What follows belongs to an exercise in optimizing a design on an open flow for a short achievable clock period and few clock cycles per item; a production flow would make more cautious choices.
Only simulation tests tie the RTL to the original design; equivalence was not proved.
Power and IR drop assume default switching activity.

`flow/constraint.sdc`:
```
create_clock -name core_clock -period 4.7 [get_ports {clk}]
set_input_delay 0.9400 -clock core_clock [delete_from_list [all_inputs] [get_ports {clk}]]
set_output_delay 0.9400 -clock core_clock [all_outputs]
set_load 0.01 [all_outputs]
```
`flow/design.v`:
```
package mips_lite_pkg;
    localparam int DATA_W     = 32;
    localparam int ADDR_W     = 32;
    localparam int REG_ADDR_W = 5;
    localparam int REG_NUM    = 32;
    localparam logic [ADDR_W-1:0] RESET_PC = 32'hbfc00000;
    localparam logic [5:0] OP_SPECIAL = 6'h00;
    localparam logic [5:0] OP_ADDIU   = 6'h09;
    localparam logic [5:0] OP_ANDI    = 6'h0c;
    localparam logic [5:0] OP_ORI     = 6'h0d;
    localparam logic [5:0] OP_XORI    = 6'h0e;
    localparam logic [5:0] OP_LUI     = 6'h0f;
    localparam logic [5:0] FN_SLL  = 6'h00;
    localparam logic [5:0] FN_SRL  = 6'h02;
    localparam logic [5:0] FN_SRA  = 6'h03;
    localparam logic [5:0] FN_ADDU = 6'h21;
    localparam logic [5:0] FN_SUBU = 6'h23;
    localparam logic [5:0] FN_AND  = 6'h24;
    localparam logic [5:0] FN_OR   = 6'h25;
    localparam logic [5:0] FN_XOR  = 6'h26;
    localparam logic [5:0] FN_NOR  = 6'h27;
    localparam logic [5:0] FN_SLT  = 6'h2a;
    localparam logic [5:0] FN_LUI  = 6'h3f;
    typedef struct packed {
        logic [5:0]            opcode;
        logic [REG_ADDR_W-1:0] rs;
        logic [REG_ADDR_W-1:0] rt;
        logic [REG_ADDR_W-1:0] rd;
        logic [4:0]            shamt;
        logic [5:0]            funct;
    } r_fmt_t;
    typedef struct packed {
        logic [5:0]            opcode;
        logic [REG_ADDR_W-1:0] rs;
        logic [REG_ADDR_W-1:0] rt;
        logic [15:0]           imm;
    } i_fmt_t;
    typedef union packed {
        r_fmt_t r_fmt;
        i_fmt_t i_fmt;
    } instr_u;
endpackage
import mips_lite_pkg::*;
module fetch_unit (
    input  logic              clk,
    input  logic              rst_n_i,
    input  logic              stall_i,
    input  mips_lite_pkg::instr_u            rom_data_i,
    output logic              rom_en_o,
    output logic [ADDR_W-1:0] rom_addr_o,
    output logic [ADDR_W-1:0] id_pc_o,
    output mips_lite_pkg::instr_u            id_instr_o
);
    logic [ADDR_W-1:0] pc_q;
    assign rom_addr_o = pc_q;
    always_ff @(posedge clk or negedge rst_n_i) begin
        if (!rst_n_i) begin
            rom_en_o <= 1'b0;
            pc_q     <= RESET_PC;
        end else begin
            rom_en_o <= 1'b1;
            if (rom_en_o && !stall_i) begin
                pc_q <= pc_q + ADDR_W'(4);
            end
        end
    end
    always_ff @(posedge clk or negedge rst_n_i) begin
        if (!rst_n_i) begin
            id_pc_o    <= '0;
            id_instr_o <= '0;
        end else if (!stall_i) begin
            id_pc_o    <= pc_q;
            id_instr_o <= rom_en_o ? rom_data_i : '0;
        end
    end
endmodule
import mips_lite_pkg::*;
module decode_unit (
    input  logic                  clk,
    input  logic                  rst_n_i,
    input  logic                  stall_i,
    input  logic [ADDR_W-1:0]     id_pc_i,
    input  mips_lite_pkg::instr_u                id_instr_i,
    output logic [REG_ADDR_W-1:0] rs_addr_o,
    output logic [REG_ADDR_W-1:0] rt_addr_o,
    output logic                  rs_en_o,
    output logic                  rt_en_o,
    input  logic [DATA_W-1:0]     rs_data_i,
    input  logic [DATA_W-1:0]     rt_data_i,
    output logic [5:0]            ex_funct_o,
    output logic [4:0]            ex_shamt_o,
    output logic [DATA_W-1:0]     ex_op1_o,
    output logic [DATA_W-1:0]     ex_op2_o,
    output logic                  ex_wr_en_o,
    output logic [REG_ADDR_W-1:0] ex_wr_addr_o,
    output logic [ADDR_W-1:0]     ex_pc_o
);
    logic [5:0]            opcode;
    logic [5:0]            funct_d;
    logic [REG_ADDR_W-1:0] dest_d;
    logic                  known_d;
    logic                  use_imm;
    logic                  imm_sext;
    logic [DATA_W-1:0]     imm_ext;
    logic [DATA_W-1:0]     op2_d;
    assign opcode    = id_instr_i.r_fmt.opcode;
    assign rs_addr_o = id_instr_i.i_fmt.rs;
    assign rt_addr_o = id_instr_i.r_fmt.rt;
    always_comb begin
        funct_d  = id_instr_i.r_fmt.funct;
        dest_d   = id_instr_i.i_fmt.rt;
        known_d  = 1'b0;
        use_imm  = 1'b0;
        imm_sext = 1'b0;
        rs_en_o  = 1'b0;
        rt_en_o  = 1'b0;
        case (opcode)
            OP_SPECIAL: begin
                dest_d = id_instr_i.r_fmt.rd;
                case (id_instr_i.r_fmt.funct)
                    FN_SLL, FN_SRL, FN_SRA: begin
                        known_d = 1'b1;
                        rt_en_o = 1'b1;
                    end
                    FN_ADDU, FN_SUBU, FN_AND, FN_OR, FN_XOR, FN_NOR, FN_SLT: begin
                        known_d = 1'b1;
                        rs_en_o = 1'b1;
                        rt_en_o = 1'b1;
                    end
                    default: ;
                endcase
            end
            OP_ADDIU: begin
                known_d  = 1'b1;
                rs_en_o  = 1'b1;
                use_imm  = 1'b1;
                imm_sext = 1'b1;
                funct_d  = FN_ADDU;
            end
            OP_ANDI, OP_ORI, OP_XORI: begin
                known_d = 1'b1;
                rs_en_o = 1'b1;
                use_imm = 1'b1;
                funct_d = (opcode == OP_ANDI) ? FN_AND :
                          (opcode == OP_ORI)  ? FN_OR  : FN_XOR;
            end
            OP_LUI: begin
                known_d = 1'b1;
                use_imm = 1'b1;
                funct_d = FN_LUI;
            end
            default: ;
        endcase
    end
    assign imm_ext = imm_sext ? {{(DATA_W-16){id_instr_i.i_fmt.imm[15]}}, id_instr_i.i_fmt.imm}
                              : {{(DATA_W-16){1'b0}}, id_instr_i.i_fmt.imm};
    assign op2_d   = use_imm ? imm_ext : rt_data_i;
    always_ff @(posedge clk or negedge rst_n_i) begin
        if (!rst_n_i) begin
            ex_wr_en_o <= 1'b0;
        end else if (!stall_i) begin
            ex_wr_en_o <= known_d && (dest_d != '0);
        end
    end
    always_ff @(posedge clk) begin
        if (!stall_i) begin
            ex_funct_o   <= funct_d;
            ex_shamt_o   <= id_instr_i.r_fmt.shamt;
            ex_op1_o     <= rs_data_i;
            ex_op2_o     <= op2_d;
            ex_wr_addr_o <= dest_d;
            ex_pc_o      <= id_pc_i;
        end
    end
endmodule
import mips_lite_pkg::*;
module reg_file (
    input  logic                  clk,
    input  logic                  rst_n_i,
    input  logic                  wr_en_i,
    input  logic [REG_ADDR_W-1:0] wr_addr_i,
    input  logic [DATA_W-1:0]     wr_data_i,
    input  logic [REG_ADDR_W-1:0] rd_addr_a_i,
    input  logic [REG_ADDR_W-1:0] rd_addr_b_i,
    output logic [DATA_W-1:0]     rd_data_a_o,
    output logic [DATA_W-1:0]     rd_data_b_o
);
    logic [DATA_W-1:0] regs_q [REG_NUM];
    always_ff @(posedge clk or negedge rst_n_i) begin
        if (!rst_n_i) begin
            for (int i = 0; i < REG_NUM; i++) begin
                regs_q[i] <= '0;
            end
        end else if (wr_en_i && wr_addr_i != '0) begin
            regs_q[wr_addr_i] <= wr_data_i;
        end
    end
    assign rd_data_a_o = (rd_addr_a_i == '0) ? '0 : regs_q[rd_addr_a_i];
    assign rd_data_b_o = (rd_addr_b_i == '0) ? '0 : regs_q[rd_addr_b_i];
endmodule
import mips_lite_pkg::*;
module operand_forward (
    input  logic                  rs_en_i,
    input  logic                  rt_en_i,
    input  logic [REG_ADDR_W-1:0] rs_addr_i,
    input  logic [REG_ADDR_W-1:0] rt_addr_i,
    input  logic [DATA_W-1:0]     rf_a_i,
    input  logic [DATA_W-1:0]     rf_b_i,
    input  logic                  ex_wr_en_i,
    input  logic [REG_ADDR_W-1:0] ex_wr_addr_i,
    input  logic [DATA_W-1:0]     ex_result_i,
    input  logic                  wb_wr_en_i,
    input  logic [REG_ADDR_W-1:0] wb_wr_addr_i,
    input  logic [DATA_W-1:0]     wb_data_i,
    output logic [DATA_W-1:0]     rs_data_o,
    output logic [DATA_W-1:0]     rt_data_o
);
    function automatic logic [DATA_W-1:0] select_operand(
        input logic                  rd_en,
        input logic [REG_ADDR_W-1:0] rd_addr,
        input logic [DATA_W-1:0]     rf_data,
        input logic                  ex_en,
        input logic [REG_ADDR_W-1:0] ex_addr,
        input logic [DATA_W-1:0]     ex_data,
        input logic                  wb_en,
        input logic [REG_ADDR_W-1:0] wb_addr,
        input logic [DATA_W-1:0]     wb_data
    );
        if (!rd_en || rd_addr == '0) begin
            select_operand = '0;
        end else if (ex_en && ex_addr == rd_addr) begin
            select_operand = ex_data;
        end else if (wb_en && wb_addr == rd_addr) begin
            select_operand = wb_data;
        end else begin
            select_operand = rf_data;
        end
    endfunction
    assign rs_data_o = select_operand(rs_en_i, rs_addr_i, rf_a_i,
                                      ex_wr_en_i, ex_wr_addr_i, ex_result_i,
                                      wb_wr_en_i, wb_wr_addr_i, wb_data_i);
    assign rt_data_o = select_operand(rt_en_i, rt_addr_i, rf_b_i,
                                      ex_wr_en_i, ex_wr_addr_i, ex_result_i,
                                      wb_wr_en_i, wb_wr_addr_i, wb_data_i);
endmodule
import mips_lite_pkg::*;
module execute_unit (
    input  logic                  clk,
    input  logic                  rst_n_i,
    input  logic                  stall_i,
    input  logic [5:0]            ex_funct_i,
    input  logic [4:0]            ex_shamt_i,
    input  logic [DATA_W-1:0]     ex_op1_i,
    input  logic [DATA_W-1:0]     ex_op2_i,
    input  logic                  ex_wr_en_i,
    input  logic [REG_ADDR_W-1:0] ex_wr_addr_i,
    input  logic [ADDR_W-1:0]     ex_pc_i,
    output logic [DATA_W-1:0]     ex_result_o,
    output logic                  wb_wr_en_o,
    output logic [REG_ADDR_W-1:0] wb_wr_addr_o,
    output logic [DATA_W-1:0]     wb_data_o,
    output logic [ADDR_W-1:0]     wb_pc_o
);
    logic signed_lt;
    logic wb_en_q;
    assign signed_lt = $signed(ex_op1_i) < $signed(ex_op2_i);
    always_comb begin
        case (ex_funct_i)
            FN_ADDU: ex_result_o = ex_op1_i + ex_op2_i;
            FN_SUBU: ex_result_o = ex_op1_i - ex_op2_i;
            FN_AND:  ex_result_o = ex_op1_i & ex_op2_i;
            FN_OR:   ex_result_o = ex_op1_i | ex_op2_i;
            FN_XOR:  ex_result_o = ex_op1_i ^ ex_op2_i;
            FN_NOR:  ex_result_o = ~(ex_op1_i | ex_op2_i);
            FN_SLT:  ex_result_o = {{(DATA_W-1){1'b0}}, signed_lt};
            FN_SLL:  ex_result_o = ex_op2_i << ex_shamt_i;
            FN_SRL:  ex_result_o = ex_op2_i >> ex_shamt_i;
            FN_SRA:  ex_result_o = $signed(ex_op2_i) >>> ex_shamt_i;
            FN_LUI:  ex_result_o = {ex_op2_i[DATA_W/2-1:0], {(DATA_W/2){1'b0}}};
            default: ex_result_o = '0;
        endcase
    end
    always_ff @(posedge clk or negedge rst_n_i) begin
        if (!rst_n_i) begin
            wb_en_q <= 1'b0;
        end else if (!stall_i) begin
            wb_en_q <= ex_wr_en_i;
        end
    end
    always_ff @(posedge clk) begin
        if (!stall_i) begin
            wb_wr_addr_o <= ex_wr_addr_i;
            wb_data_o    <= ex_result_o;
            wb_pc_o      <= ex_pc_i;
        end
    end
    assign wb_wr_en_o = wb_en_q && !stall_i;
endmodule
import mips_lite_pkg::*;
module mips_lite_core (
    input  logic                  clk,
    input  logic                  rst_n_i,
    input  logic                  stall_i,
    output logic                  rom_en_o,
    output logic [ADDR_W-1:0]     rom_addr_o,
    input  mips_lite_pkg::instr_u                rom_data_i,
    output logic                  debug_reg_write_en_o,
    output logic [REG_ADDR_W-1:0] debug_reg_write_addr_o,
    output logic [DATA_W-1:0]     debug_reg_write_data_o,
    output logic [ADDR_W-1:0]     debug_pc_addr_o
);
    logic [ADDR_W-1:0]     id_pc;
    mips_lite_pkg::instr_u                id_instr;
    logic [REG_ADDR_W-1:0] rs_addr;
    logic [REG_ADDR_W-1:0] rt_addr;
    logic                  rs_en;
    logic                  rt_en;
    logic [DATA_W-1:0]     rf_a;
    logic [DATA_W-1:0]     rf_b;
    logic [DATA_W-1:0]     rs_data;
    logic [DATA_W-1:0]     rt_data;
    logic [5:0]            ex_funct;
    logic [4:0]            ex_shamt;
    logic [DATA_W-1:0]     ex_op1;
    logic [DATA_W-1:0]     ex_op2;
    logic                  ex_wr_en;
    logic [REG_ADDR_W-1:0] ex_wr_addr;
    logic [ADDR_W-1:0]     ex_pc;
    logic [DATA_W-1:0]     ex_result;
    logic                  wb_wr_en;
    logic [REG_ADDR_W-1:0] wb_wr_addr;
    logic [DATA_W-1:0]     wb_data;
    logic [ADDR_W-1:0]     wb_pc;
    fetch_unit u_fetch (
        .clk       (clk),
        .rst_n_i   (rst_n_i),
        .stall_i   (stall_i),
        .rom_data_i(rom_data_i),
        .rom_en_o  (rom_en_o),
        .rom_addr_o(rom_addr_o),
        .id_pc_o   (id_pc),
        .id_instr_o(id_instr)
    );
    decode_unit u_decode (
        .clk         (clk),
        .rst_n_i     (rst_n_i),
        .stall_i     (stall_i),
        .id_pc_i     (id_pc),
        .id_instr_i  (id_instr),
        .rs_addr_o   (rs_addr),
        .rt_addr_o   (rt_addr),
        .rs_en_o     (rs_en),
        .rt_en_o     (rt_en),
        .rs_data_i   (rs_data),
        .rt_data_i   (rt_data),
        .ex_funct_o  (ex_funct),
        .ex_shamt_o  (ex_shamt),
        .ex_op1_o    (ex_op1),
        .ex_op2_o    (ex_op2),
        .ex_wr_en_o  (ex_wr_en),
        .ex_wr_addr_o(ex_wr_addr),
        .ex_pc_o     (ex_pc)
    );
    reg_file u_reg_file (
        .clk        (clk),
        .rst_n_i    (rst_n_i),
        .wr_en_i    (wb_wr_en),
        .wr_addr_i  (wb_wr_addr),
        .wr_data_i  (wb_data),
        .rd_addr_a_i(rs_addr),
        .rd_addr_b_i(rt_addr),
        .rd_data_a_o(rf_a),
        .rd_data_b_o(rf_b)
    );
    operand_forward u_forward (
        .rs_en_i     (rs_en),
        .rt_en_i     (rt_en),
        .rs_addr_i   (rs_addr),
        .rt_addr_i   (rt_addr),
        .rf_a_i      (rf_a),
        .rf_b_i      (rf_b),
        .ex_wr_en_i  (ex_wr_en),
        .ex_wr_addr_i(ex_wr_addr),
        .ex_result_i (ex_result),
        .wb_wr_en_i  (wb_wr_en),
        .wb_wr_addr_i(wb_wr_addr),
        .wb_data_i   (wb_data),
        .rs_data_o   (rs_data),
        .rt_data_o   (rt_data)
    );
    execute_unit u_execute (
        .clk         (clk),
        .rst_n_i     (rst_n_i),
        .stall_i     (stall_i),
        .ex_funct_i  (ex_funct),
        .ex_shamt_i  (ex_shamt),
        .ex_op1_i    (ex_op1),
        .ex_op2_i    (ex_op2),
        .ex_wr_en_i  (ex_wr_en),
        .ex_wr_addr_i(ex_wr_addr),
        .ex_pc_i     (ex_pc),
        .ex_result_o (ex_result),
        .wb_wr_en_o  (wb_wr_en),
        .wb_wr_addr_o(wb_wr_addr),
        .wb_data_o   (wb_data),
        .wb_pc_o     (wb_pc)
    );
    assign debug_reg_write_en_o   = wb_wr_en;
    assign debug_reg_write_addr_o = wb_wr_addr;
    assign debug_reg_write_data_o = wb_data;
    assign debug_pc_addr_o        = wb_pc;
endmodule
```
`flow/config.mk`:
```
export PLATFORM = sky130hd
export DESIGN_NAME = mips_lite_core
export DESIGN_NICKNAME = mips_lite_core
export VERILOG_FILES = /design/flow/design.v
export SDC_FILE = /design/flow/constraint.sdc
export NUM_CORES = 4
export LEC_CHECK = 0
export CAP_MARGIN = 20
export CORE_MARGIN = 2
export CORE_UTILIZATION = 40
export SLEW_MARGIN = 20
```
`flow/run.sh`:
```
#!/bin/bash
# synth_recipe.tcl (not shown) runs the flow's synth.tcl, then flattens the netlist and writes it again
# the make line also repeats each setting of config.mk as NAME=value (left out here)
make -C /OpenROAD-flow-scripts/flow DESIGN_CONFIG=/design/flow/config.mk WORK_HOME=/design/flow/orfs CLKGATE_MAP_FILE= SYNTH_SCRIPT=/design/flow/synth_recipe.tcl finish
```
==> results.py <==
metrics = {
    "yosys": {
        "synth-async-reset-ratio": 0.8600,
        "syn_area_per_cell_sq_um": 11.06,
        "synth.distinct_cells": 96,
        "ys.flop_type": "dfrtp_1",
        "yosys_warnings": 6,
        "synth_seq_area_share": 0.4704,
        "synth_edf_count": 177,
        "synthTopCellsByArea": "dfrtp_1 39%, mux2_2 17%, a22oi_1 8.9%",
        "synth_common_cells": "1078 x dfrtp_1, 1048 x mux2_2, 818 x a22oi_1",
        "synth_top_area_frac": 0.3901,
        "postSynthCellCount": 6251,
        "synthesis.area_sq_mm": 0.06915,
        "yosys.area.top_type": "dfrtp_1",
        "ys_seq_elements": 1264,
        "synth.most_common_cell": "dfrtp_1",
    },
    "finish": {
        "final_nets": 6511,
        "fill_cells": 15634,
        "final_cell_area_sq_mm": 0.08076,
        "regArea_sq_mm": 0.03253,
        "multi_input_area_sq_mm": 0.03456,
        "layout-drive-gt1-share": 0.2930,
        "syn2layout_area_growth_pct": 16.79,
    },
    "floorplan": {
        "die_h_um": 419.8,
        "start_util": 0.4027,
        "dieArea_sq_mm": 0.1762,
        "fp.dieW_um": 419.8,
        "core-area_sq_mm": 0.1717,
        "pin_count": 138,
        "rows": 152,
    },
    "timing": {
        "min_period_over_period": 0.9812,
        "drv_slew": 0,
        "final_hold_viol_count": 0,
        "fin_crit_ps": 4612,
        "worst_slew_pin_slew_ps": 1306,
        "clock_skew_ps": 37.70,
        "clock.fmax_ghz": 0.2168,
        "setup_violations": 0,
        "rsz0062_at_grt": "false",
        "relSlewSlack": 0.1271,
        "tns_ps": 0,
    },
    "min_path": {
        "hold_path.class": "primary input to async pin",
    },
    "clock_tree": {
        "cts_setup_buffers": 0,
        "cts_hold_buf": 0,
        "clkLatencyLatePin_ps": 850,
        "clockBufferDepth": 3,
        "clkTransAtPathRegs_ps": 60,
        "cts-resized-gates": 0,
        "htree_num_levels": 4,
        "cts.sinks": 1264,
        "cts_root_buffer": "clkbuf_16",
        "cts_tree": "built",
        "cts-buffers-inserted": 144,
    },
    "worst_setup_path": {
        "worstPathRequired_ps": 5180,
        "endpoint_kind": "flop",
        "critPathKind": "flop to flop",
        "crit_fanout": 15,
        "worstSetupStartpointType": "flop",
        "crit_arrival_ps": 5090,
    },
    "drt": {
        "wire_per_inst_um": 39.75,
        "top_layer": "met5",
        "drt_iter0_markers": 12110,
        "antenna_left": 0,
        "dr.pass1.iters": 12,
        "met1_length_mm": 127.8,
        "met3WireLength_mm": 46.39,
        "wirelength_mm": 350.3,
        "viasPerCell": 7.141,
        "wl_met2_mm": 145.0,
        "drc": 0,
        "vias": 62919,
    },
    "global_routing": {
        "grt_util_all_layers": 0.3906,
        "grt_first_pass_wirelength_mm": 484.0,
        "grt_max_degree": 163,
        "grt_pass1_vias": 60378,
        "gr-total-overflow": 0,
        "antenna_found_initial": 18,
    },
    "place": {
        "placed_area_sq_mm": 0.07583,
        "dp_hpwl_mm": 223.8,
        "numPortBuffers": 133,
        "gp_congestion": 0.9992,
    },
    "run_status": {
        "status": "timing/DRC/antenna clean",
    },
    "pwr": {
        "vdd_drop_max_mv": 0.3716,
        "p_leak_uw": 0.03568,
        "powerDensity_mw_per_mm2": 354.3,
    },
    "run": {
        "cap_viol_max_count": 0,
    },
}
==> per-stage QoR <==
stage	power [uW]	hold WS, ps	setup slack [ps]	utilization	std cells
CTS	28450	38.48	229.9	0.4701	8801
global placement	16720	402.8	265.1	0.4413	8540
finish	28610	57.26	88.47	0.4703	8811
global route	29310	76.93	61.29	0.4701	8801
detailed placement	16740	404.5	259.1	0.4415	8541
floorplan	14580	400.3	-301.1	-	6254
==> sequential cells by signal, summed over array words and instances, names as in the netlist <==
signal / cells
u_decode.ex_wr_en_o: 1
u_execute.wb_pc_o: 30
u_decode.ex_op2_o: 32
u_fetch.pc_q: 30
u_decode.ex_op1_o: 32
u_decode.ex_pc_o: 30
u_fetch.rom_en_o: 1
u_decode.ex_wr_addr_o: 5
u_fetch.id_pc_o: 30
u_execute.wb_wr_addr_o: 5
u_execute.wb_data_o: 32
u_execute.wb_en_q: 1
u_fetch.id_instr_o: 32
u_decode.ex_shamt_o: 5
u_decode.ex_funct_o: 6
u_reg_file.regs_q: 992
==> cell usage in the layout, fill, tap and decap left out, types with 75 or more instances in the layout <==
cell type	instances
mux2_2	1048
clkbuf_16	146
clkdlybuf4s50_1	131
nor2_1	198
inv_1	123
nand2_1	351
nand3_1	108
buf_4	340
a22oi_1	818
nor3_1	127
a21oi_1	268
dfrtp_1	1078
edfxtp_1	177
nand4_1	110
o21ai_0	159
nor2_4	75
ha_1	97
a211oi_1	103
==> cells by family after synthesis <==
family / count (synthesis) / synth area share
muxes: 1172 / 0.1989
xor gates and xnor gates: 99 / 0.01254
buffers and inverters: 697 / 0.03981
AOI/OAI and AO/OA: 1721 / 0.1777
other: 2 / 0.0001086
adders and majority gates: 99 / 0.01813
and+or+nand+nor: 1197 / 0.08243
DFF: 1264 / 0.4704
==> final timing paths <==
check | cells past startpoint | end | startpoint | slack [ps]
worst max-delay path | 10 | u_decode.ex_op1_o[6] | u_fetch.id_instr_o[21] | 90
worst min-delay path | 1 | u_reg_file.regs_q[27][25] | rst_n_i | 60
worst max register to register | 10 | u_decode.ex_op1_o[6] | u_fetch.id_instr_o[21] | 90
worst min register to register | 0 | u_execute.wb_pc_o[28] | u_decode.ex_pc_o[28] | 420
max in group asynchronous | 2 | u_reg_file.regs_q[24][23] | rst_n_i | 3250
min in group core_clock | 0 | u_execute.wb_pc_o[28] | u_decode.ex_pc_o[28] | 420
==> worst max-delay path: stages (launching register included) <==
cell and delay [ps]:
dfrtp_1 690, nand2_1 620, nor2_4 940, buf_4 390
a22oi_1 120, nand2_1 90, nor3_1 60, a21oi_1 180
a211oi_1 90, buf_4 210, a211oi_1 800
==> cell type report <==
class	count	share of cell area
Timing Repair Buffer	547	0.06653
Tap cell	2310	0.03579
Multi-Input combinational cell	4293	0.4280
Clock buffer	204	0.05066
Clock inverter	56	0.01001
Inverter	127	0.005965
Antenna cell	10	0.0003099
Sequential cell	1264	0.4028
==> metal layers <==
layer  track usage  vias to the layer above
met3        0.1441                     1826
met5      0.003890                        -
met4        0.2692                       20
met1        0.4877                    31360
met2        0.5590                     5637
li1              -                    24076
==> report_power, final <==
| group | total (uW) | switching (uW) | leakage [uW] | internal (uW) |
|---|---|---|---|---|
| clock network | 11800 | 4970 | 0.00240 | 6850 |
| logic | 4250 | 2760 | 0.0164 | 1490 |
| registers | 12500 | 748 | 0.0168 | 11800 |
| total | 28600 | 8480 | 0.0357 | 20100 |
Testbench counts, summed over its fixed seeds: cycles 16,032, instrs 16,000.

static timing again, ports no longer ideal:
The results above use ideal ports. As a check the final layout listed here was re-extracted and re-timed, cells and wires unchanged. Step 1 sets driving cells, clkbuf_16 on the clock port and buf_2 on the other inputs (assumed; they add their load-dependent delay and slew). Step 2 times the ports against the registers' clock, not the clock port: input delays grow and output delays shrink by t, the midpoint of the rising clock arrivals with the driver on. Slacks: ideal / step 1 / step 2; pairs: ideal / step 1.
t (ns): 0.909
setup WS [ns]: 0.088 / 0.088 / 0.088
clock arrival spread, ns: 0.049 / 0.050
worst data-port slew with drivers (ns): 0.16
pins driven straight from the clock port: 1
After both steps setup and hold are still met in this run. For this run, drivers alone change the setup slack by 0.000 ns; drivers and shift together by 0.000 ns.
